What follows belongs to an exercise in optimizing a design on an open flow for small area, a short achievable clock period and few clock cycles per item; a production flow would make more cautious choices.
Where RTL was checked, it was by simulation tests only, not by an equivalence proof against the original.
For runs 1 to 4, only the layout was checked, not whether the RTL still works.
Power figures rest on the tool's default switching activity, not on a simulated workload.

File: flow/run.sh
#!/bin/bash
# Standard layout, with plain buf_1 cells as the port buffers.
set -euo pipefail
export BUFFER_PORTS_ARGS="-buffer_cell sky130_fd_sc_hd__buf_1"
bash standard.sh > standard_flow.log 2>&1
File: standard.sh
#!/bin/bash
# synth_recipe.tcl (not shown) runs the flow's synth.tcl, then flattens the netlist and writes it again
# the make line also repeats each setting of config.mk as NAME=value (left out here)
make -C /OpenROAD-flow-scripts/flow DESIGN_CONFIG=/design/flow/config.mk WORK_HOME=/design/flow/orfs CLKGATE_MAP_FILE= SYNTH_SCRIPT=/design/flow/synth_recipe.tcl "${@:-finish}"
File: config.mk
export PLATFORM = sky130hd
export DESIGN_NAME = text_line_statistics_top
export DESIGN_NICKNAME = text_line_statistics_top
export VERILOG_FILES = /design/flow/design.v
export SDC_FILE = /design/flow/constraint.sdc
export NUM_CORES = 4
export LEC_CHECK = 0
export ABC_CLOCK_PERIOD_IN_PS = 1700
export CAP_MARGIN = 20
export CORE_MARGIN = 2
export CORE_UTILIZATION = 40
export SETUP_SLACK_MARGIN = 1.5
export SLEW_MARGIN = 20
File: constraint.sdc
create_clock -name core_clock -period 3.5 [get_ports {clock}]
set_input_delay 0.7000 -clock core_clock [delete_from_list [all_inputs] [get_ports {clock}]]
set_output_delay 0.7000 -clock core_clock [all_outputs]
set_load 0.01 [all_outputs]
File: design.v
`default_nettype none
package tls_pkg;
   localparam int COUNT_BITS_DEFAULT = 16;
   localparam int OUT_BITS           = 16;
   localparam int OUT_FIELDS         = 12;
   localparam int RSP_BITS           = OUT_BITS * OUT_FIELDS;
   localparam int BYTE_BITS          = 8;
   localparam logic [BYTE_BITS-1:0] NEWLINE_BYTE = 8'd10;
endpackage
`default_nettype wire
`default_nettype none
module tls_in_stage (
   input  wire logic                         clock,
   input  wire logic                         reset,
   input  wire logic                         in_valid,
   output logic                              in_ready,
   input  wire logic [tls_pkg::BYTE_BITS-1:0] in_data,
   input  wire logic                         in_eof,
   input  wire logic                         resume,      
   output logic                              out_data,    
   output logic                              out_nl,      
   output logic                              out_eof      
);
   logic ready_ff, data_ff, eof_ff, nl_ff;
   logic fire;
   assign fire = in_valid && ready_ff;
   always_ff @(posedge clock) begin
      if (reset) begin
         ready_ff <= 1'b1;
         data_ff  <= 1'b0;
         eof_ff   <= 1'b0;
      end else begin
         ready_ff <= resume || (ready_ff && !(in_valid && in_eof));
         data_ff  <= fire && !in_eof;
         eof_ff   <= fire && in_eof;
      end
   end
   always_ff @(posedge clock) begin
      nl_ff <= (in_data == tls_pkg::NEWLINE_BYTE);
   end
   assign in_ready = ready_ff;
   assign out_data = data_ff;
   assign out_nl   = nl_ff;
   assign out_eof  = eof_ff;
endmodule
`default_nettype wire
`default_nettype none
module tls_file_stats #(
   parameter int COUNT_BITS = tls_pkg::COUNT_BITS_DEFAULT
) (
   input  wire logic                  clock,
   input  wire logic                  clear,
   input  wire logic                  data,      
   input  wire logic                  nl,        
   output logic [COUNT_BITS-1:0]      file_bytes,
   output logic [COUNT_BITS-1:0]      file_lines,
   output logic [COUNT_BITS-1:0]      file_empty,
   output logic [COUNT_BITS-1:0]      width_min,
   output logic [COUNT_BITS-1:0]      width_max
);
   localparam logic [COUNT_BITS-1:0] ALL_ONES = '1;
   function automatic logic [COUNT_BITS-1:0] sat_inc(input logic [COUNT_BITS-1:0] v);
      sat_inc = (v == ALL_ONES) ? v : v + 1'b1;
   endfunction
   logic [COUNT_BITS-1:0] bytes_ff, lines_ff, empty_ff, len_ff, wmin_ff, wmax_ff;
   logic                  fresh_ff;    
   logic                  le_min_ff;   
   logic                  gt_max_ff;   
   always_ff @(posedge clock) begin
      if (clear) begin
         bytes_ff  <= '0;
         lines_ff  <= '0;
         empty_ff  <= '0;
         len_ff    <= '0;
         wmin_ff   <= ALL_ONES;
         wmax_ff   <= '0;
         fresh_ff  <= 1'b1;
         le_min_ff <= 1'b1;
         gt_max_ff <= 1'b0;
      end else if (data) begin
         bytes_ff <= sat_inc(bytes_ff);
         if (fresh_ff) begin
            lines_ff <= sat_inc(lines_ff);
         end
         if (nl) begin
            if (fresh_ff) begin
               empty_ff <= sat_inc(empty_ff);
            end
            if (le_min_ff) begin
               wmin_ff <= len_ff;
            end
            if (gt_max_ff) begin
               wmax_ff <= len_ff;
            end
            len_ff    <= '0;
            fresh_ff  <= 1'b1;
            le_min_ff <= 1'b1;
            gt_max_ff <= 1'b0;
         end else begin
            fresh_ff <= 1'b0;
            if (len_ff != ALL_ONES) begin
               len_ff    <= len_ff + 1'b1;
               le_min_ff <= le_min_ff && (len_ff != wmin_ff);
               gt_max_ff <= gt_max_ff || (len_ff == wmax_ff);
            end
         end
      end
   end
   assign file_bytes = bytes_ff;
   assign file_lines = lines_ff;
   assign file_empty = empty_ff;
   assign width_min  = wmin_ff;
   assign width_max  = wmax_ff;
endmodule
`default_nettype wire
`default_nettype none
module tls_totals #(
   parameter int COUNT_BITS = tls_pkg::COUNT_BITS_DEFAULT
) (
   input  wire logic                    clock,
   input  wire logic                    reset,
   input  wire logic                    start,       
   output logic                         done,        
   input  wire logic [COUNT_BITS-1:0]   file_bytes,
   input  wire logic [COUNT_BITS-1:0]   file_lines,
   input  wire logic [COUNT_BITS-1:0]   file_empty,
   output logic [7*COUNT_BITS-1:0]      words
);
   localparam int H = COUNT_BITS / 2;
   localparam int N = 14;
   localparam logic [H-1:0] ALL_ONES = '1;
   logic [H-1:0]          c_ff [0:N-1];
   logic                  run_ff, stale_ff, cy_ff;
   logic [3:0]            st_ff;                   
   logic                  hi_ff, add_ff, min_ff, sel_b_ff, sel_l_ff;
   logic [H-1:0]          b_ff;                    
   logic [3:0]            nst;
   logic [2:0]            nk;
   logic                  n_run, n_add, n_min, n_sel_b, n_sel_l;
   logic [COUNT_BITS-1:0] nb16;
   logic [H-1:0]          nb;
   logic [H-1:0]          a, b_raw, b_lo, r, fix;
   logic [H:0]            s;
   logic                  cin, take_b, do_fix;
   assign done  = run_ff && (st_ff == 4'd13);
   assign n_run = start || (run_ff && !done);
   assign nst   = start ? 4'd0 : st_ff + 4'd1;
   assign nk    = nst[3:1];
   assign n_add   = (nk <= 3'd2);
   assign n_min   = (nk == 3'd3) || (nk == 3'd5);
   assign n_sel_b = (nk == 3'd0) || (nk == 3'd3) || (nk == 3'd4);
   assign n_sel_l = (nk == 3'd1) || (nk == 3'd5) || (nk == 3'd6);
   always_comb begin
      if (n_sel_b)      nb16 = file_bytes;
      else if (n_sel_l) nb16 = file_lines;
      else              nb16 = file_empty;
   end
   assign nb = (nst[0] ? nb16[COUNT_BITS-1:H] : nb16[H-1:0]) ^ {H{!n_add}};
   always_ff @(posedge clock) begin
      if (reset) begin
         run_ff   <= 1'b0;
         stale_ff <= 1'b1;
      end else begin
         run_ff <= n_run;
         if (done) begin
            stale_ff <= 1'b0;
         end
      end
   end
   always_ff @(posedge clock) begin
      st_ff    <= nst;
      hi_ff    <= nst[0];
      add_ff   <= n_add;
      min_ff   <= n_min;
      sel_b_ff <= n_sel_b;
      sel_l_ff <= n_sel_l;
      b_ff     <= nb;
      cy_ff    <= s[H];
   end
   assign a      = stale_ff ? {H{min_ff}} : c_ff[0];
   assign cin    = hi_ff ? cy_ff : !add_ff;
   assign s      = {1'b0, a} + {1'b0, b_ff} + {{H{1'b0}}, cin};
   assign take_b = min_ff ? s[H] : !s[H];
   assign b_raw  = add_ff ? b_ff : ~b_ff;
   always_comb begin
      if (add_ff) begin
         r = (hi_ff && s[H]) ? ALL_ONES : s[H-1:0];
      end else begin
         r = (hi_ff && take_b) ? b_raw : a;
      end
   end
   always_comb begin
      if (sel_b_ff)      b_lo = file_bytes[H-1:0];
      else if (sel_l_ff) b_lo = file_lines[H-1:0];
      else               b_lo = file_empty[H-1:0];
   end
   assign do_fix = hi_ff && (add_ff ? s[H] : take_b);
   assign fix    = do_fix ? (add_ff ? ALL_ONES : b_lo) : c_ff[N-1];
   always_ff @(posedge clock) begin
      if (run_ff) begin
         for (int i = 0; i < N - 2; i++) begin
            c_ff[i] <= c_ff[i+1];
         end
         c_ff[N-2] <= fix;
         c_ff[N-1] <= r;
      end
   end
   always_comb begin
      for (int i = 0; i < N; i++) begin
         words[i*H +: H] = c_ff[i];
      end
   end
endmodule
`default_nettype wire
`default_nettype none
module text_line_statistics_top #(
   parameter int COUNT_BITS = tls_pkg::COUNT_BITS_DEFAULT
) (
   input  wire logic                           clock,
   input  wire logic                           reset,
   input  wire logic                           req_tvalid,
   output logic                                req_tready,
   input  wire logic [tls_pkg::BYTE_BITS-1:0]  req_tdata,   
   input  wire logic                           req_tuser,   
   output logic                                rsp_tvalid,
   input  wire logic                           rsp_tready,
   output logic [tls_pkg::RSP_BITS-1:0]        rsp_tdata
);
   logic                    s1_data, s1_nl, s1_eof;
   logic                    rsp_valid_ff;
   logic                    last, take;
   logic [COUNT_BITS-1:0]   file_bytes, file_lines, file_empty, width_min, width_max;
   logic [7*COUNT_BITS-1:0] words;
   assign take = rsp_valid_ff && rsp_tready;
   tls_in_stage u_in_stage (
      .clock    (clock),
      .reset    (reset),
      .in_valid (req_tvalid),
      .in_ready (req_tready),
      .in_data  (req_tdata),
      .in_eof   (req_tuser),
      .resume   (take),
      .out_data (s1_data),
      .out_nl   (s1_nl),
      .out_eof  (s1_eof)
   );
   tls_file_stats #(
      .COUNT_BITS (COUNT_BITS)
   ) u_file_stats (
      .clock      (clock),
      .clear      (reset || take),
      .data       (s1_data),
      .nl         (s1_nl),
      .file_bytes (file_bytes),
      .file_lines (file_lines),
      .file_empty (file_empty),
      .width_min  (width_min),
      .width_max  (width_max)
   );
   tls_totals #(
      .COUNT_BITS (COUNT_BITS)
   ) u_totals (
      .clock      (clock),
      .reset      (reset),
      .start      (s1_eof),
      .done       (last),
      .file_bytes (file_bytes),
      .file_lines (file_lines),
      .file_empty (file_empty),
      .words      (words)
   );
   always_ff @(posedge clock) begin
      if (reset) begin
         rsp_valid_ff <= 1'b0;
      end else begin
         rsp_valid_ff <= last || (rsp_valid_ff && !rsp_tready);
      end
   end
   assign rsp_tvalid = rsp_valid_ff;
   assign rsp_tdata  = {words, width_max, width_min, file_empty, file_lines, file_bytes};
endmodule
`default_nettype wire
==> summary.txt, run 1 <==
Status
  – Status: timing/DRC/antenna clean

Die
  – Core ar.: 0.02511 sq mm
  – Cell Rows: between 50 and 60
  – Starting Density: 40.68%
  – Die Y: 163.8 um
  – Top Ports: 207
  – Die outline width: 163.8 um
  – Die area: 0.02683 sq mm

Synthesis
  – Top-area cell type share of the netlist area: 32.93%
  – Top post-synthesis cells by area: edfxtp_1 (33%), dfxtp_1 (24%), xor2_1 (5.0%)
  – Mapped cell area: 0.01021 sq mm
  – Sequential share of the synthesized area: 57.04%
  – Synth unique cells: 66
  – Post-synth ARST share: 0%
  – Average cell area after synthesis: roughly 10 sq um
  – Post-synth top cells: nand2_1 (133), dfxtp_1 (123), edfxtp_1 (112), nor2_1 (102), xor2_1 (58)
  – Syn_nets: 1002
  – Dominant synthesized flop cell: dfxtp_1
  – Yosys warns: 5
  – Synth Instances: 974
  – EDFF count, synth: 112
  – Area leader, netlist: edfxtp_1
  – Most frequent cell after synthesis: nand2_1
  – #FFs+latches synth: 235

STA
  – Skew final: 10.86 ps
  – Period minus WS final: between 2000 and 3000 ps
  – Final Cycle Share: 83.57%
  – Slew Limit Headroom: between 40 and 50%
  – Slew Viols, Final: 0
  – Unrepaired setup endpoints after global routing: yes
  – FMAX: 0.3419 GHz
  – Final hold viol count: 0
  – Final setup viols: 0
  – Actual slew at the worst max-slew pin: ~760 ps
  – Min setup slack post-route: roughly 580 ps
  – Fin Setup TNS: 0 ps

Place
  – DP Wirelength: 18130 um
  – Post-place setup slack: 350.3 ps
  – # port buffers: 206
  – RePlAce Congestion: between 0.8 and 0.9

GRT
  – GR Overflow Total: 0
  – Largest net degree at the start of global routing: 62
  – Initial antenna violation count: 0
  – GRT Util Overall: 18.51%
  – Number of global-route vias before repair: 7231
  – First-pass GRT wire length: 39760 um

Critical path
  – Crit-path max FO: 6
  – Startpoint class of the critical path: register
  – Crit path required time: 3770 ps
  – Crit path kind: reg -> reg
  – Critical Path Sink Type: register
  – Crit path arrival time: between 3000 and 4000 ps

Layout
  – Synth-to-Final Area Change: 26.19%
  – Final nets: 1215
  – # diodes: 0
  – Share of cells above drive strength 1: 14.69%

Drt
  – Vias: ~8000
  – DR WL/cell: 17.06 um
  – Drt first pass iters: 5
  – Antenna viol nets, final: 0
  – Drt via density: around 5.2
  – DRC Markers: 0
  – WL final: 26190 um
  – Number of DRC markers in iteration 0: 692

Clock network
  – Worst-path clk slew: 60 ps
  – TritonCTS Buffers: 27
  – Clock Sinks: about 240
  – CTS tree: done
  – CTS Root Buffer Type: clkbuf_16
  – CTS Hold Bufs: 0
  – Worst-Skew Late Latency: roughly 520 ps
  – Deepest clock path buffer count: 3
  – Htree depth: 1

Power
  – Net Sw Frac: 31.61%
  – Cell-internal power: around 6300 uW
  – Net Sw Power: 2922 uW
  – Power Dens Cells: 717.3 mW/mm^2
  – Clk pwr share: 30.7%
  – Leak: roughly 0.0045 uW
  – Total power draw: 9245 uW
  – Sequential fraction of design power: 36.3%
  – Comb pwr share: 32.9%
  – Peak supply drop: 0.4700 mV

Flow run
  – Max Cap Viol: 0

Hold path
  – HP Class: in -> reg
-- stage by stage --
step / cells / hold WS, ps / util (%) / cell area, sq um
global route: 1535 / 426.5 / 51.33 / 12890
CTS: 1523 / 392.3 / 49.84 / 12510
floorplan: 974 / 448.7 / - / 10330
detailed placement: 1464 / 430.3 / 45.07 / 11320
global placement: 1464 / 427.7 / 45.07 / 11320
finish: 1535 / 406.5 / 51.33 / 12890
-- sequential cells by signal, indices dropped and copies added, names as in the netlist, 8 cells and up --
| register | flops |
|---|---|
| u_file_stats.bytes_ff | 16 |
| u_file_stats.empty_ff | 16 |
| u_file_stats.len_ff | 16 |
| u_file_stats.lines_ff | 16 |
| u_file_stats.wmax_ff | 16 |
| u_file_stats.wmin_ff | 16 |
| u_totals.b_ff | 8 |
| u_totals.c_ff | 112 |
-- critical path, cell delays in order, from the launching register on --
cell,delay [ps]
dfxtp_4,360
mux2i_2,180
fa_2,440
fa_2,390
nor2b_2,140
o2111ai_2,120
a21o_1,260
and3_4,180
o21ai_4,140
buf_6,140
mux2_2,330
-- power groups by stage --
stage | Clock [uW] | Combinational (uW) | Sequential [uW]
floorplan | 0 | 1960 | 3310
finish | 2840 | 3040 | 3360
CTS | 2910 | 2680 | 3350
global route | 3030 | 3280 | 3380
global placement | 0 | 2240 | 3400
detailed placement | 0 | 2270 | 3400
-- logic make-up (layout without fill, tap and decap cells) --
family / count (synthesis) / after routing / share of synthesized area (%)
and+or+nand+nor: 382 / 382 / 17.46
DFF: 235 / 235 / 57.04
AOI/OAI and AO/OA: 125 / 125 / 8.747
xor gates and xnor gates: 103 / 103 / 8.833
buffers and inverters: 94 / 325 / 3.883
muxes: 20 / 20 / 2.058
adders and majority gates: 15 / 15 / 1.985
-- layout by cell type, fill, tap and decap left out, types with 4 or more instances in the layout --
master,n
mux2_2,7
mux2i_1,11
buf_1,206
a21oi_1,44
and4_1,7
nor3_2,4
a21o_1,4
nand2_1,133
o221ai_4,4
inv_1,37
edfxtp_1,112
xor2_1,57
o221ai_1,5
nor3_1,13
ha_1,11
nand3_1,44
nor4_1,11
xnor2_1,44
o21ai_0,11
a211oi_2,4
clkinv_1,4
bufinv_16,4
dfxtp_1,97
nand4_1,18
a221oi_2,4
nor2_1,98
or3_1,11
o221ai_2,7
dfxtp_4,5
buf_4,24
o21a_1,8
clkbuf_1,5
dfxtp_2,21
clkbuf_16,28
a32oi_2,5
and3_1,6
-- routing by layer --
layer	global-route usage, %	up-vias	share of wire, %
li1	-	3835	-
met1	26.57	3785	46
met2	28.30	273	45
met3	3.409	35	6.7
met4	5.901	0	2.3
met5	0	-	0
-- layout make-up --
cell class / instances / area (sq um)
Fill cell: 2307 / 12220
Sequential cell: 235 / 5871
Tap cell: 330 / 412.9
Clock buffer: 35 / 735.7
Multi-Input combinational cell: 645 / 4451
Clock inverter: 12 / 162.7
Inverter: 40 / 152.6
Timing Repair Buffer: 238 / 1104
-- final timing paths --
check / slack [ps] / cells after the start / from / to
setup / recovery: 580 / 10 / u_totals.stale_ff / u_totals.c_ff[12][3]
hold / removal: 410 / 3 / req_tdata[6] / u_in_stage.nl_ff
setup reg to reg: 580 / 10 / u_totals.stale_ff / u_totals.c_ff[12][3]
hold reg to reg: 440 / 0 / u_totals.c_ff[10][3] / u_totals.c_ff[9][3]
-- timing repair --
action	in CTS	in global routing
buffers inserted	11	11
gates resized for setup	49	54
setup endpoints to repair	53	64
gates cloned	1	1
pin swaps	11	27
==> inputs of run 2 (changes only) <==
--- a/config.mk
+++ b/config.mk
@@ -11,3 +11,4 @@
 export CORE_UTILIZATION = 40
-export SETUP_SLACK_MARGIN = 1.5
+export CTS_CLUSTER_DIAMETER = 100
+export CTS_CLUSTER_SIZE = 30
 export SLEW_MARGIN = 20
==> summary.txt, run 2 <==
Status
  – Status: timing/DRC/antenna clean

Clock network
  – Clock Sinks: 235
  – Worst-Skew Late Latency: 500 ps
  – CTS Hold Bufs: 0
  – Worst-path clk slew: ~110 ps
  – Htree depth: 1
  – CTS Root Buffer Type: clkbuf_16
  – Deepest clock path buffer count: 3
  – TritonCTS Buffers: 12
  – CTS tree: done

Drt
  – DRC Markers: 0
  – WL final: between 20000 and 25000 um
  – Vias: 7678
  – Antenna viol nets, final: 0
  – DR WL/cell: roughly 16 um
  – Drt first pass iters: 5
  – Number of DRC markers in iteration 0: 644
  – Drt via density: 5.163

Synthesis
  – Yosys warns: 5
  – Post-synthesis compound-gate area fraction: 8.747%
  – Syn_nets: ~1000
  – EDFF count, synth: 112
  – Area fraction in and, or, nand and nor cells after synthesis: ~17%
  – Most frequent cell after synthesis: nand2_1
  – Synth Instances: 974
  – Top-area cell type share of the netlist area: 32.93%
  – Mux cell area share after synthesis: 2.058%
  – Sequential share of the synthesized area: 57.04%
  – Top post-synthesis cells by area: edfxtp_1 (33%), dfxtp_1 (24%), xor2_1 (5.0%)
  – Post-synthesis adder-cell area fraction: 1.985%
  – Area leader, netlist: edfxtp_1
  – Dominant synthesized flop cell: dfxtp_1
  – Average cell area after synthesis: 10.49 sq um
  – Xor and xnor area share after synthesis: 8.833%
  – Post-synth top cells: nand2_1 (133), dfxtp_1 (123), edfxtp_1 (112), nor2_1 (102), xor2_1 (58)
  – Synth unique cells: 66
  – Post-synth ARST share: 0%
  – Mapped cell area: 0.01021 sq mm
  – Dominant combinational cell family by area after synthesis: simple AND/OR/NAND/NOR gates
  – #FFs+latches synth: 235

Layout
  – Design Area, Final: 0.01165 sq mm
  – Share of cells above drive strength 1: between 4 and 5%
  – Max FFs per register: 112
  – Synth-to-Final Area Change: 14.09%
  – Final nets: 1179
  – Non-Filler Instances: 1487
  – Top reg by flops: u_totals.c_ff
  – # diodes: 0
  – Commonest non-fill, non-tap cell in the layout: buf_1
  – Commonest cells after routing, fill and taps aside: buf_1 (206), nand2_1 (133), dfxtp_1 (122)

GRT
  – GRT Util Overall: between 10% and 20%
  – Largest net degree at the start of global routing: between 60 and 70
  – First-pass GRT wire length: 36850 um
  – Number of global-route vias before repair: 6722
  – GR Overflow Total: 0
  – Initial antenna violation count: 0

Place
  – RePlAce Congestion: 0.8865
  – Post-Place Cells: 1467
  – Area after DPL: 0.01125 sq mm
  – # port buffers: 206
  – DP Wirelength: approximately 18000 um

Die
  – Core ar.: around 0.025 sq mm
  – Starting Density: 40.68%
  – Top Ports: roughly 210
  – Cell Rows: 58
  – Die Y: 163.8 um
  – Die outline width: 163.8 um
  – Die area: 0.02683 sq mm

Critical path
  – Critical Path Sink Type: register
  – CP max-delay cell: dfxtp_1
  – Crit path required time: 3750 ps
  – Crit path kind: reg -> reg
  – Startpoint class of the critical path: register
  – Crit-path max FO: 10
  – CP Cell Sequence: mux2i_1 > fa_1 > fa_1 > nor2b_1 > o2111ai_1 > a21o_1 > and3_1 > o21ai_4 > mux2_2
  – Max incr delay on CP: 520 ps
  – Crit path arrival time: 3450 ps
  – Cell mode on critical path: fa_1

STA
  – Final setup viols: 0
  – FMAX: 0.3120 GHz
  – Final Cycle Share: 91.57%
  – Unrepaired setup endpoints after global routing: no
  – Hold_ws: 426.8 ps
  – Slew Viols, Final: 0
  – Skew final: roughly 23 ps
  – Final hold viol count: 0
  – Fin Setup TNS: 0 ps
  – Actual slew at the worst max-slew pin: approximately 900 ps
  – Slew Limit Headroom: between 40% and 50%
  – Period minus WS final: 3205 ps

Power
  – Leak: 0.004057 uW
  – Peak supply drop: 0.4270 mV
  – Total power draw: 7144 uW
  – Power Dens Cells: roughly 610 mW/mm^2

Hold path
  – HP Class: in -> reg

Flow run
  – Max Cap Viol: 0
## run 2: cell counts after synthesis
Identical to the previous run, type by type.
## run 2: cells by family (layout without fill, tap and decap cells)
family / after synthesis / in the layout
AO/OA/AOI/OAI: 125 / 125
XOR/XNOR: 103 / 103
adder cells (fa/ha/maj): 15 / 15
buffers and inverters: 94 / 277
flip-flops: 235 / 235
multiplexers: 20 / 20
AND/OR/NAND/NOR: 382 / 382
## run 2: per-layer routing
| metal | track usage (%) | part of all wire (%) | vias up |
|---|---|---|---|
| li1 | - | - | 3746 |
| met1 | 24.10 | 46 | 3673 |
| met2 | 27.92 | 46 | 233 |
| met3 | 2.980 | 6.0 | 26 |
| met4 | 4.585 | 2.1 | 0 |
| met5 | 0 | 0 | - |
## run 2: metrics by stage
stage	util, %	worst slack, ps
after global routing	46.41	86.32
after floorplan	-	45.27
after CTS	46.38	206.4
after global placement	44.82	275.9
final	46.41	294.9
after detailed placement	44.82	216.8
## run 2: final cells by class
class | count | area (sq um)
clock buffer | 16 | 336.6
clock inverter | 4 | 55.05
fill | 2434 | 13460
inverter | 40 | 150.1
multi-input combinational | 645 | 4000
sequential | 235 | 5829
tap | 330 | 412.9
timing repair buffer | 217 | 868.3
## run 2: worst paths after layout
| check | end | from | cells past startpoint | slack (ps) |
|---|---|---|---|---|
| min reg2reg | u_totals.c_ff[9][7] | u_totals.c_ff[10][7] | 0 | 450 |
| min | u_in_stage.nl_ff | req_tdata[6] | 3 | 430 |
| max reg2reg | u_totals.c_ff[12][6] | u_totals.stale_ff | 9 | 290 |
| max | u_totals.c_ff[12][6] | u_totals.stale_ff | 9 | 290 |
## run 2: worst max-delay path, delay by kind of cell, from the launching register on
| kind | cells | cell delay, ps |
|---|---|---|
| flip-flops | 1 | 520 |
| AO/OA/AOI/OAI | 3 | 690 |
| adder cells (fa/ha/maj) | 2 | 870 |
| AND/OR/NAND/NOR | 2 | 360 |
| multiplexers | 2 | 540 |
## run 2: report_power, final
group	switching [uW]	internal, uW
combinational	1250	926
sequential	207	3120
clock	900	747
total	2350	4790
## run 2: what timing repair did
action | in CTS | in global routing
gates resized for setup | 0 | 1
buffers inserted | 0 | 0
endpoints found under the setup margin | 0 | 8
==> inputs of run 3 (changes only) <==
--- a/design.v
+++ b/design.v
@@ -61,4 +61,11 @@
    localparam logic [COUNT_BITS-1:0] ALL_ONES = '1;
+   function automatic logic [COUNT_BITS-1:0] inc(input logic [COUNT_BITS-1:0] v);
+      logic [COUNT_BITS-1:0] low;    
+      for (int i = 0; i < COUNT_BITS; i++) begin
+         low    = ({{COUNT_BITS{1'b0}}, 1'b1} << i) - 1'b1;
+         inc[i] = v[i] ^ (&(v | ~low));
+      end
+   endfunction
    function automatic logic [COUNT_BITS-1:0] sat_inc(input logic [COUNT_BITS-1:0] v);
-      sat_inc = (v == ALL_ONES) ? v : v + 1'b1;
+      sat_inc = (v == ALL_ONES) ? v : inc(v);
    endfunction
@@ -101,3 +108,3 @@
             if (len_ff != ALL_ONES) begin
-               len_ff    <= len_ff + 1'b1;
+               len_ff    <= inc(len_ff);
                le_min_ff <= le_min_ff && (len_ff != wmin_ff);
@@ -181,3 +188,27 @@
    assign cin    = hi_ff ? cy_ff : !add_ff;
-   assign s      = {1'b0, a} + {1'b0, b_ff} + {{H{1'b0}}, cin};
+   logic [H-1:0] g0, p0, x0;
+   logic [H:0]   cc;
+   always_comb begin
+      logic [H-1:0] g, p, gn, pn;
+      g0 = a & b_ff;
+      p0 = a | b_ff;
+      x0 = p0 & ~g0;
+      g  = g0;
+      p  = p0;
+      for (int d = 1; d < H; d = d * 2) begin
+         gn = g;
+         pn = p;
+         for (int i = d; i < H; i++) begin
+            gn[i] = g[i] | (p[i] & g[i-d]);
+            pn[i] = p[i] & p[i-d];
+         end
+         g = gn;
+         p = pn;
+      end
+      cc[0] = cin;
+      for (int i = 0; i < H; i++) begin
+         cc[i+1] = g[i] | (p[i] & cin);
+      end
+      s = {cc[H], x0 ^ cc[H-1:0]};
+   end
    assign take_b = min_ff ? s[H] : !s[H];
--- a/config.mk
+++ b/config.mk
@@ -7,3 +7,3 @@
 export LEC_CHECK = 0
-export ABC_CLOCK_PERIOD_IN_PS = 1700
+export ABC_CLOCK_PERIOD_IN_PS = 1000
 export CAP_MARGIN = 20
@@ -11,4 +11,2 @@
 export CORE_UTILIZATION = 40
-export CTS_CLUSTER_DIAMETER = 100
-export CTS_CLUSTER_SIZE = 30
 export SLEW_MARGIN = 20
==> summary.txt, run 3 <==
Clock network
  – CTS Hold Bufs: 0
  – Deepest clock path buffer count: 3
  – Post_cts resized: 0
  – TritonCTS Buffers: 26
  – CTS tree: done
  – Htree depth: 1
  – Worst-Skew Late Latency: 530 ps
  – Worst-path clk slew: approximately 60 ps
  – Post-CTS Setup Repair Bufs: 0
  – CTS Root Buffer Type: clkbuf_16
  – Clock Sinks: 235

Die
  – Die outline width: 164.5 um
  – Starting Density: 40.81%
  – Top Ports: roughly 210
  – Die Y: 164.5 um
  – Core ar.: 0.02525 sq mm
  – Cell Rows: 58
  – Die area: 0.02707 sq mm

Place
  – DP Wirelength: 19300 um
  – # port buffers: 206
  – Area after DPL: 0.01140 sq mm
  – RePlAce Congestion: 0.8359

Layout
  – Design Area, Final: 0.01232 sq mm
  – Share of cells above drive strength 1: 6.947%
  – Final nets: around 1200
  – Max FFs per register: 112
  – Layout Utilization: 48.79%
  – Commonest non-fill, non-tap cell in the layout: buf_1
  – Commonest cells after routing, fill and taps aside: buf_1 (206), dfxtp_1 (122), nand2_1 (121)
  – Fillers: 2388
  – # diodes: 0
  – Synth-to-Final Area Change: 19.56%
  – Top reg by flops: u_totals.c_ff

Synthesis
  – Mapped cell area: 0.01031 sq mm
  – Post-synth top cells: dfxtp_1 (123), nand2_1 (121), edfxtp_1 (112), nor2_1 (80), a21oi_1 (63)
  – Most frequent cell after synthesis: dfxtp_1
  – Dominant synthesized flop cell: dfxtp_1
  – Sequential share of the synthesized area: a little under three fifths
  – Area leader, netlist: edfxtp_1
  – EDFF count, synth: about 110
  – Synth unique cells: 63
  – Average cell area after synthesis: between 10 and 15 sq um
  – Post-synth ARST share: 0%
  – Yosys warns: 5
  – Syn_nets: about 1000
  – Top post-synthesis cells by area: edfxtp_1 (33%), dfxtp_1 (24%), mux2i_1 (4.8%)
  – Top-area cell type share of the netlist area: 32.63%
  – #FFs+latches synth: 235
  – Synth Instances: 950

Critical path
  – R2r startpoint: u_totals.min_ff
  – Crit path required time: 3830 ps
  – Startpoint class of the critical path: register
  – Crit path arrival time: approximately 3600 ps
  – Critical Path Sink Type: register
  – Crit-path max FO: 16
  – Crit path kind: reg -> reg
  – Crit. Startpoint: u_totals.min_ff

GRT
  – Initial antenna violation count: 0
  – Number of global-route vias before repair: 7208
  – Largest net degree at the start of global routing: 67
  – First-pass GRT wire length: 40650 um
  – GRT Util Overall: between 10% and 20%
  – GR Overflow Total: 0

Drt
  – WL final: 26820 um
  – DRC Markers: 0
  – DR WL/cell: ~18 um
  – Antenna viol nets, final: 0
  – Drt first pass iters: 5
  – Vias: 7709
  – Drt via density: just over 5
  – Number of DRC markers in iteration 0: 666

STA
  – Final setup viols: 0
  – Final Cycle Share: 92.28%
  – Unrepaired setup endpoints after global routing: no
  – Actual slew at the worst max-slew pin: 693.6 ps
  – Final hold viol count: 0
  – FMAX: 0.3096 GHz
  – Fin Setup TNS: 0 ps
  – Slew Viols, Final: 0
  – Skew final: 17.81 ps
  – Period minus WS final: 3230 ps
  – Slew Limit Headroom: 53.59%

Status
  – Status: timing/DRC/antenna clean

Power
  – Peak supply drop: 0.4337 mV
  – Net Sw Frac: 30.99%
  – Sequential fraction of design power: 39.7%
  – Total power draw: 8300 uW
  – Clk pwr share: 34.8%
  – Leak: 0.004595 uW
  – Comb pwr share: 25.4%
  – Power Dens Cells: 673.6 mW/mm^2
  – Cell-internal power: 5728 uW
  – Net Sw Power: 2572 uW

Hold path
  – Hold Crit Start: req_tdata[6]
  – HP Class: in -> reg

Flow run
  – Max Cap Viol: 0
[run 3: area by class of cell]
cell class,instances,area [sq um],share of cell area [%]
Sequential cell,235,5829,47.31
Multi-Input combinational cell,629,4140,33.60
Timing Repair Buffer,221,898.4,7.291
Clock buffer,29,683.2,5.544
Tap cell,330,412.9,3.351
Clock inverter,19,234.0,1.899
Inverter,33,123.9,1.005
[run 3: routing by layer]
layer,GRT usage [%],share of wire [%],up-vias
met5,0,0,-
met4,4.506,1.7,0
met3,3.817,7.3,36
met2,29.35,43,259
met1,27.68,48,3662
li1,-,-,3752
[run 3: worst paths after layout]
kind         cells after the start  slack [ps]                    to
max                             11         270  u_totals.c_ff[12][4]
min                              3         410      u_in_stage.nl_ff
max reg2reg                     11         270  u_totals.c_ff[12][4]
min reg2reg                      0         440   u_totals.c_ff[3][4]
[run 3: metrics by stage]
step	hold WS, ps	setup slack (ps)	std cells
after CTS	384.5	292.0	1496
after global routing	378.0	55.66	1496
after floorplan	439.9	45.27	950
after detailed placement	433.3	361.6	1448
final	413.3	270.3	1496
after global placement	429.7	455.9	1448
[run 3: cells by family after synthesis]
| group | share of synthesized area, % |
|---|---|
| fa+ha+maj | 4.322 |
| simple gates | 13.96 |
| flops | 56.53 |
| compound gates | 9.166 |
| xor+xnor | 6.617 |
| buf+inv | 3.338 |
| mux | 6.070 |
[run 3: power groups by stage]
| stage | sequential [uW] | clock, uW | combinational (uW) |
|---|---|---|---|
| after floorplan | 3310 | 0 | 1640 |
| after global placement | 3350 | 0 | 2020 |
| after detailed placement | 3360 | 0 | 2070 |
| after CTS | 3300 | 2970 | 2080 |
| after global routing | 3320 | 3090 | 2340 |
| final | 3300 | 2890 | 2110 |
[run 3: worst max-delay path: stages, from the launching register on]
cell and delay (ps):
dfxtp_1 330, and2_1 180, a21oi_1 270, inv_1 100
ha_1 210, nor2b_1 150, a311oi_4 360, o31ai_4 120
o22a_1 320, xor2_2 620, a21oi_1 150, a41oi_1 220
==> inputs of run 4 (changes only) <==
--- a/config.mk
+++ b/config.mk
@@ -7,3 +7,3 @@
 export LEC_CHECK = 0
-export ABC_CLOCK_PERIOD_IN_PS = 1000
+export ABC_CLOCK_PERIOD_IN_PS = 1700
 export CAP_MARGIN = 20
==> summary.txt, run 4 <==
Status
  – Status: timing/DRC/antenna clean

STA
  – Fin Setup TNS: 0 ps
  – Final setup viols: 0
  – Actual slew at the worst max-slew pin: 693.6 ps
  – Unrepaired setup endpoints after global routing: no
  – Final Cycle Share: 92.28%
  – Period minus WS final: 3230 ps
  – Min setup slack post-route: between 200 and 300 ps
  – Slew Viols, Final: 0
  – Final hold viol count: 0
  – FMAX: slightly above 0.3 GHz
  – Skew final: 17.81 ps
  – Slew Limit Headroom: a little over half

Synthesis
  – Top post-synthesis cells by area: edfxtp_1 (33%), dfxtp_1 (24%), mux2i_1 (4.8%)
  – Most frequent cell after synthesis: dfxtp_1
  – Yosys warns: 5
  – Dominant synthesized flop cell: dfxtp_1
  – EDFF count, synth: 112
  – Mapped cell area: 0.01031 sq mm
  – Area leader, netlist: edfxtp_1
  – Post-synth ARST share: 0%
  – Syn_nets: 998
  – Top-area cell type share of the netlist area: 32.63%
  – Sequential share of the synthesized area: between 50% and 60%
  – Average cell area after synthesis: 10.85 sq um
  – #FFs+latches synth: 235
  – Synth unique cells: 63
  – Post-synth top cells: dfxtp_1 (123), nand2_1 (121), edfxtp_1 (112), nor2_1 (80), a21oi_1 (63)
  – Synth Instances: 950

Layout
  – Share of cells above drive strength 1: 6.947%
  – Max FFs per register: 112
  – Top reg by flops: u_totals.c_ff
  – Register area: 0.005829 sq mm
  – Fillers: 2388
  – Synth-to-Final Area Change: 19.56%
  – Commonest non-fill, non-tap cell in the layout: buf_1
  – Final nets: approximately 1200
  – Area of the multi-input gates: 0.004140 sq mm
  – # diodes: 0
  – Commonest cells after routing, fill and taps aside: buf_1 (206), dfxtp_1 (122), nand2_1 (121)

Die
  – Die Y: ~160 um
  – Core ar.: 0.02525 sq mm
  – Die area: 0.02707 sq mm
  – Starting Density: 40.81%
  – Die outline width: 164.5 um
  – Cell Rows: 58
  – Top Ports: between 200 and 250

Drt
  – Number of DRC markers in iteration 0: ~670
  – Drt first pass iters: 5
  – WL final: 26820 um
  – Vias: 7709
  – DRC Markers: 0
  – DR WL/cell: 17.93 um
  – Antenna viol nets, final: 0
  – Drt via density: 5.153

Critical path
  – Top delay family on crit path: compound AO/OA/AOI/OAI gates
  – Crit path required time: 3830 ps
  – Startpoint class of the critical path: register
  – CP Cell Sequence: and2_1 > a21oi_1 > inv_1 > ha_1 > nor2b_1 > a311oi_4 > o31ai_4 > o22a_1 > xor2_2 > a21oi_1 > a41oi_1
  – Crit-path max FO: 16
  – R2R cell count: 11
  – Crit path arrival time: ~3600 ps
  – Crit path kind: reg -> reg
  – Bufs and invs on worst path: 1
  – Critical Path Sink Type: register
  – Max incr delay on CP: a little over 600 ps
  – Stages on worst setup path: 11
  – CP max-delay cell: xor2_2
  – Cell mode on critical path: a21oi_1

Hold path
  – HP Class: in -> reg
  – WHS Path Cells: 3

Place
  – DP Wirelength: 19300 um
  – RePlAce Congestion: 0.8359
  – # port buffers: 206
  – Post-place setup slack: around 360 ps

Clock network
  – CTS tree: done
  – CTS Root Buffer Type: clkbuf_16
  – Post-CTS Setup Repair Bufs: 0
  – TritonCTS Buffers: 26
  – Htree depth: 1
  – Post_cts resized: 0
  – Worst-path clk slew: 60 ps
  – Worst-Skew Late Latency: 530 ps
  – CTS Hold Bufs: 0
  – Deepest clock path buffer count: 3
  – Clock Sinks: 235

Flow run
  – Max Cap Viol: 0

GRT
  – GR Overflow Total: 0
  – Number of global-route vias before repair: 7208
  – GRT Util Overall: 19.08%
  – Initial antenna violation count: 0
  – First-pass GRT wire length: 40650 um
  – Largest net degree at the start of global routing: 67

Power
  – Peak supply drop: 0.4337 mV
  – Leak: 0.004595 uW
  – Power Dens Cells: 673.6 mW/mm^2
[run 4: cell counts in the layout (fill, tap and decap cells not counted)]
No cell type changed its count.
[run 4: path summary, 6_finish.rpt]
kind	startpoint	to	slack, ps
worst min-delay path	req_tdata[6]	u_in_stage.nl_ff	410
worst min register to register	u_totals.c_ff[4][4]	u_totals.c_ff[3][4]	440
worst max-delay path	u_totals.min_ff	u_totals.c_ff[12][4]	270
worst max register to register	u_totals.min_ff	u_totals.c_ff[12][4]	270
[run 4: cells by family (layout without fill, tap and decap cells)]
family | Yosys count | count (layout) | share of synthesized area, %
AND/OR/NAND/NOR | 313 | 313 | 13.96
flip-flops | 235 | 235 | 56.53
AO/OA/AOI/OAI | 144 | 144 | 9.166
buffers and inverters | 86 | 302 | 3.338
XOR/XNOR | 77 | 77 | 6.617
multiplexers | 60 | 60 | 6.070
adder cells (fa/ha/maj) | 35 | 35 | 4.322
[run 4: per-stage QoR]
step                utilization, %  power (uW)  instances  area, sq um  hold WS, ps
global placement             45.16        5373       1448        11400        429.7
finish                       48.79        8300       1496        12320        413.3
CTS                          48.79        8350       1496        12320        384.5
global route                 48.79        8751       1496        12320        378.0
detailed placement           45.16        5430       1448        11400        433.3
floorplan                        -        4951        950        10310        439.9
[run 4: metal layers]
metal / global-route usage, % / part of all wire, % / routed length (um)
met1: 27.68 / 48 / 12800
met2: 29.35 / 43 / 11590
met3: 3.817 / 7.3 / 1969
met4: 4.506 / 1.7 / 456
met5: 0 / 0 / 0
[run 4: worst min-delay path, cell delays in order]
cell	delay, ps
buf_1	60
or4_1	90
nor2_1	40
[run 4: final cells by class]
class	count	share of cell area (%)
Timing Repair Buffer	221	7.291
Sequential cell	235	47.31
Clock buffer	29	5.544
Tap cell	330	3.351
Clock inverter	19	1.899
Multi-Input combinational cell	629	33.60
Inverter	33	1.005
[run 4: power breakdown]
part           internal, uW  total, uW  switching (uW)  leakage, uW
Clock                  1770       2890            1120     0.000422
Combinational           835       2110            1280      0.00215
Sequential             3120       3300             180      0.00202
Total                  5730       8300            2570      0.00459
==> inputs of run 5 (changes only) <==
--- a/design.v
+++ b/design.v
@@ -139,5 +139,5 @@
    logic [H-1:0]          c_ff [0:N-1];
-   logic                  run_ff, stale_ff, cy_ff;
+   logic                  run_ff, stale_ff;
    logic [3:0]            st_ff;                   
-   logic                  hi_ff, add_ff, min_ff, sel_b_ff, sel_l_ff;
+   logic                  hi_ff, add_ff, max_ff, sel_b_ff, sel_l_ff, cin_ff;
    logic [H-1:0]          b_ff;                    
@@ -145,3 +145,3 @@
    logic [2:0]            nk;
-   logic                  n_run, n_add, n_min, n_sel_b, n_sel_l;
+   logic                  n_run, n_add, n_max, n_sel_b, n_sel_l;
    logic [COUNT_BITS-1:0] nb16;
@@ -150,3 +150,3 @@
    logic [H:0]            s;
-   logic                  cin, take_b, do_fix;
+   logic                  win, pick_b, pick_ones, do_fix;
    assign done  = run_ff && (st_ff == 4'd13);
@@ -156,3 +156,3 @@
    assign n_add   = (nk <= 3'd2);
-   assign n_min   = (nk == 3'd3) || (nk == 3'd5);
+   assign n_max   = (nk == 3'd4) || (nk == 3'd6);
    assign n_sel_b = (nk == 3'd0) || (nk == 3'd3) || (nk == 3'd4);
@@ -180,3 +180,3 @@
       add_ff   <= n_add;
-      min_ff   <= n_min;
+      max_ff   <= n_max;
       sel_b_ff <= n_sel_b;
@@ -184,15 +184,10 @@
       b_ff     <= nb;
-      cy_ff    <= s[H];
+      cin_ff   <= nst[0] ? s[H] : !n_add;
    end
-   assign a      = stale_ff ? {H{min_ff}} : c_ff[0];
-   assign cin    = hi_ff ? cy_ff : !add_ff;
-   logic [H-1:0] g0, p0, x0;
-   logic [H:0]   cc;
+   assign a = c_ff[0];
    always_comb begin
-      logic [H-1:0] g, p, gn, pn;
-      g0 = a & b_ff;
-      p0 = a | b_ff;
-      x0 = p0 & ~g0;
-      g  = g0;
-      p  = p0;
+      logic [H-1:0] g, p, gn, pn, x;
+      g = a & b_ff;
+      p = a | b_ff;
+      x = p & ~g;
       for (int d = 1; d < H; d = d * 2) begin
@@ -207,16 +202,17 @@
       end
-      cc[0] = cin;
-      for (int i = 0; i < H; i++) begin
-         cc[i+1] = g[i] | (p[i] & cin);
+      s[0] = x[0] ^ cin_ff;
+      for (int i = 1; i < H; i++) begin
+         s[i] = x[i] ^ (g[i-1] | (p[i-1] & cin_ff));
       end
-      s = {cc[H], x0 ^ cc[H-1:0]};
+      s[H] = g[H-1] | (p[H-1] & cin_ff);
    end
-   assign take_b = min_ff ? s[H] : !s[H];
-   assign b_raw  = add_ff ? b_ff : ~b_ff;
+   assign win       = s[H] ^ max_ff;
+   assign pick_b    = stale_ff || (hi_ff && !add_ff && win);
+   assign pick_ones = hi_ff && add_ff && s[H];
+   assign b_raw     = add_ff ? b_ff : ~b_ff;
    always_comb begin
-      if (add_ff) begin
-         r = (hi_ff && s[H]) ? ALL_ONES : s[H-1:0];
-      end else begin
-         r = (hi_ff && take_b) ? b_raw : a;
-      end
+      if (pick_b)         r = b_raw;
+      else if (pick_ones) r = ALL_ONES;
+      else if (add_ff)    r = s[H-1:0];
+      else                r = a;
    end
@@ -227,3 +223,3 @@
    end
-   assign do_fix = hi_ff && (add_ff ? s[H] : take_b);
+   assign do_fix = hi_ff && !stale_ff && win;
    assign fix    = do_fix ? (add_ff ? ALL_ONES : b_lo) : c_ff[N-1];
--- a/config.mk
+++ b/config.mk
@@ -7,3 +7,2 @@
 export LEC_CHECK = 0
-export ABC_CLOCK_PERIOD_IN_PS = 1700
 export CAP_MARGIN = 20
@@ -11,2 +10,3 @@
 export CORE_UTILIZATION = 40
+export SETUP_SLACK_MARGIN = 1.3
 export SLEW_MARGIN = 20
==> summary.txt, run 5 <==
Status
  – Status: timing/DRC/antenna clean

Layout
  – Non-Filler Instances: roughly 1500
  – Register area: approximately 0.0059 sq mm
  – # diodes: 0
  – Max FFs per register: 112
  – Layout Utilization: 50.88%
  – Fillers: 2308
  – Commonest non-fill, non-tap cell in the layout: buf_1
  – Commonest cells after routing, fill and taps aside: buf_1 (206), nand2_1 (117), edfxtp_1 (112)
  – Area of the multi-input gates: 0.004538 sq mm
  – Final nets: 1213
  – Synth-to-Final Area Change: 24.40%
  – Share of cells above drive strength 1: 13.26%
  – Top reg by flops: u_totals.c_ff

Synthesis
  – Sequential share of the synthesized area: 56.23%
  – Top post-synthesis cells by area: edfxtp_1 (32%), dfxtp_1 (24%), xnor2_1 (4.6%)
  – Yosys warns: 5
  – Dominant synthesized flop cell: dfxtp_1
  – #FFs+latches synth: 235
  – Area leader, netlist: edfxtp_1
  – Synth Instances: 944
  – Syn_nets: 993
  – Post-synth top cells: dfxtp_1 (123), nand2_1 (118), edfxtp_1 (112), nor2_1 (71), xnor2_1 (54)
  – Post-synth ARST share: 0%
  – Mapped cell area: 0.01036 sq mm
  – Most frequent cell after synthesis: dfxtp_1
  – Average cell area after synthesis: 10.97 sq um
  – Top-area cell type share of the netlist area: ~32%
  – EDFF count, synth: between 100 and 150
  – Synth unique cells: 68

Clock network
  – CTS tree: done
  – TritonCTS Buffers: 26
  – Htree depth: 1
  – Worst-Skew Late Latency: 540 ps
  – CTS Root Buffer Type: clkbuf_16
  – Clock Sinks: 235
  – Worst-path clk slew: 60 ps
  – Deepest clock path buffer count: 3

Critical path
  – Critical Path Sink Type: register
  – R2R cell count: 7
  – Max incr delay on CP: 500 ps
  – Crit path required time: 3770 ps
  – Crit path kind: reg -> reg
  – Worst r2r dst: u_totals.c_ff[13][2]
  – CP Cell Sequence: buf_4 > ha_1 > a21oi_4 > o311ai_4 > or2_4 > and4_1 > or4b_1
  – Stages on worst setup path: 7
  – Bufs and invs on worst path: 1
  – Crit. Startpoint: u_totals.c_ff[0][6]
  – Setup slack, reg-to-reg: 980 ps
  – CP max-delay cell: or4b_1
  – Startpoint class of the critical path: register
  – CP endpoint: u_totals.c_ff[13][2]
  – R2r startpoint: u_totals.c_ff[0][6]
  – Crit-path max FO: 5
  – Crit path arrival time: 2790 ps
  – Top delay family on crit path: simple AND/OR/NAND/NOR gates

Power
  – Peak supply drop: 0.3357 mV
  – Total power draw: around 8000 uW
  – Power Dens Cells: 620.0 mW/mm^2
  – Leak: 0.004637 uW

GRT
  – GR Overflow Total: 0
  – Largest net degree at the start of global routing: between 70 and 80
  – GRT Util Overall: between 10% and 20%
  – Gr busiest metal: met2
  – GR met3 Demand/Resource: approximately 5.0%
  – First-pass GRT wire length: 41140 um
  – Number of global-route vias before repair: 7312
  – Initial antenna violation count: 0
  – Met2 Use GR: 30.39%
  – Met1 demand-to-capacity share in global routing: approximately a quarter

Drt
  – WL final: 27430 um
  – Drt first pass iters: 5
  – Antenna viol nets, final: 0
  – Drt via density: 5.207
  – Number of DRC markers in iteration 0: 586
  – DR WL/cell: between 15 and 20 um
  – Vias: between 7000 and 8000
  – DRC Markers: 0

STA
  – Actual slew at the worst max-slew pin: 999.3 ps
  – Period minus WS final: between 2000 and 3000 ps
  – Unrepaired setup endpoints after global routing: yes
  – Slew Limit Headroom: 33.38%
  – FMAX: 0.3967 GHz
  – Final setup viols: 0
  – Final hold viol count: 0
  – Fin Setup TNS: 0 ps
  – Hold_ws: around 400 ps
  – Skew final: between 10 and 15 ps
  – Slew Viols, Final: 0
  – Final Cycle Share: 72.03%

Place
  – Post-Place Cells: 1439
  – RePlAce Congestion: 0.8973
  – DP Wirelength: 19320 um
  – # port buffers: between 200 and 250

Die
  – Cell Rows: 58
  – Core ar.: 0.02533 sq mm
  – Die area: 0.02720 sq mm
  – Die outline width: 164.9 um
  – Die Y: 164.9 um
  – Starting Density: between 40% and 50%
  – Top Ports: 207

Flow run
  – Max Cap Viol: 0

Hold path
  – HP Class: in -> reg
[run 5: worst min-delay path by stage]
| stage | start | depth (start not counted) | slack (ps) | to |
|---|---|---|---|---|
| final | req_tuser | 2 | 390 | u_in_stage.data_ff |
| after global routing | req_tuser | 2 | 410 | u_in_stage.data_ff |
| after CTS | req_tuser | 2 | 370 | u_in_stage.data_ff |
| after detailed placement | u_totals.c_ff[5][2] | 0 | 430 | u_totals.c_ff[4][2] |
| after global placement | u_totals.c_ff[3][6] | 0 | 430 | u_totals.c_ff[2][6] |
| after floorplan | u_file_stats.le_min_ff | 1 | 440 | u_file_stats.le_min_ff |
[run 5: final cells by class]
cell class / count / area share, %
Tap cell: 330 / 3.204
Clock inverter: 11 / 1.097
Clock buffer: 37 / 5.505
Timing Repair Buffer: 244 / 8.495
Inverter: 37 / 1.078
Multi-Input combinational cell: 620 / 35.21
Sequential cell: 235 / 45.41
[run 5: worst register-to-register path, delay by kind of cell (launching register included)]
kind                       cells  cell delay, ps
and+or+nand+nor                3            1020
buffers and inverters          1             170
DFF                            1             430
adders and majority gates      1             260
AOI/OAI and AO/OA              2             390
[run 5: per-stage QoR]
stage / area [sq um] / setup WS, ps
after floorplan: 10430 / 1039
after global placement: 11480 / 785.2
after detailed placement: 11480 / 740.6
after CTS: 12650 / 1021
after global routing: 12890 / 905.8
final: 12890 / 979.0
[run 5: kinds of logic after synthesis]
| logic type | Yosys count | synth area share, % |
|---|---|---|
| AND/OR/NAND/NOR | 328 | 15.36 |
| flip-flops | 235 | 56.23 |
| AO/OA/AOI/OAI | 120 | 8.285 |
| buffers and inverters | 89 | 3.382 |
| XOR/XNOR | 84 | 7.101 |
| multiplexers | 52 | 5.217 |
| adder cells (fa/ha/maj) | 36 | 4.420 |
[run 5: where the power goes]
part           internal, uW  switching, uW
combinational           888           1020
sequential             3100            259
clock                  1630           1100
total                  5620           2370
[run 5: per-layer routing]
layer	up-vias	share of wire (%)
met4	0	3.1
met5	-	0
li1	3783	-
met3	63	7.2
met1	3782	44
met2	256	46
[run 5: what timing repair did]
action                     in CTS  in global routing
pin swaps                      13                 16
setup endpoints to repair      28                 47
setup buffers                  15                 11
resized for setup              50                 33
hold buffers                    0                  0
gates cloned                    1                  0
Testbench counts of run 5, summed over its fixed seeds: cycles 102,685, items 100,653.

what the ideal ports hide:
The results above use ideal ports. As a check the final layouts listed here were re-extracted and re-timed, cells and wires unchanged.
Step 1 assumes that a clkbuf_16 drives the clock port and a buf_2 every other input.
Step 2, shift: input delay + t, output delay - t, t = (earliest + latest rising clock arrival at the registers) / 2. This alone moves slack from input paths to output paths.
a / b / c = ideal / step 1 / step 2; a / b = the first two.
| run | t, ns | setup slack, ns | pins driven straight from the clock port |
|---|---|---|---|
| run 1 | 0.560 | 0.575 / 0.575 / 0.575 | 1 |
| run 2 | 0.534 | 0.295 / 0.295 / 0.295 | 1 |
| run 3 | 0.568 | 0.270 / 0.270 / 0.270 | 1 |
| run 4 | 0.568 | 0.270 / 0.270 / 0.270 | 1 |
| run 5 | 0.581 | 0.979 / 0.979 / 0.979 | 1 |
After both steps setup and hold are still met in every run listed.
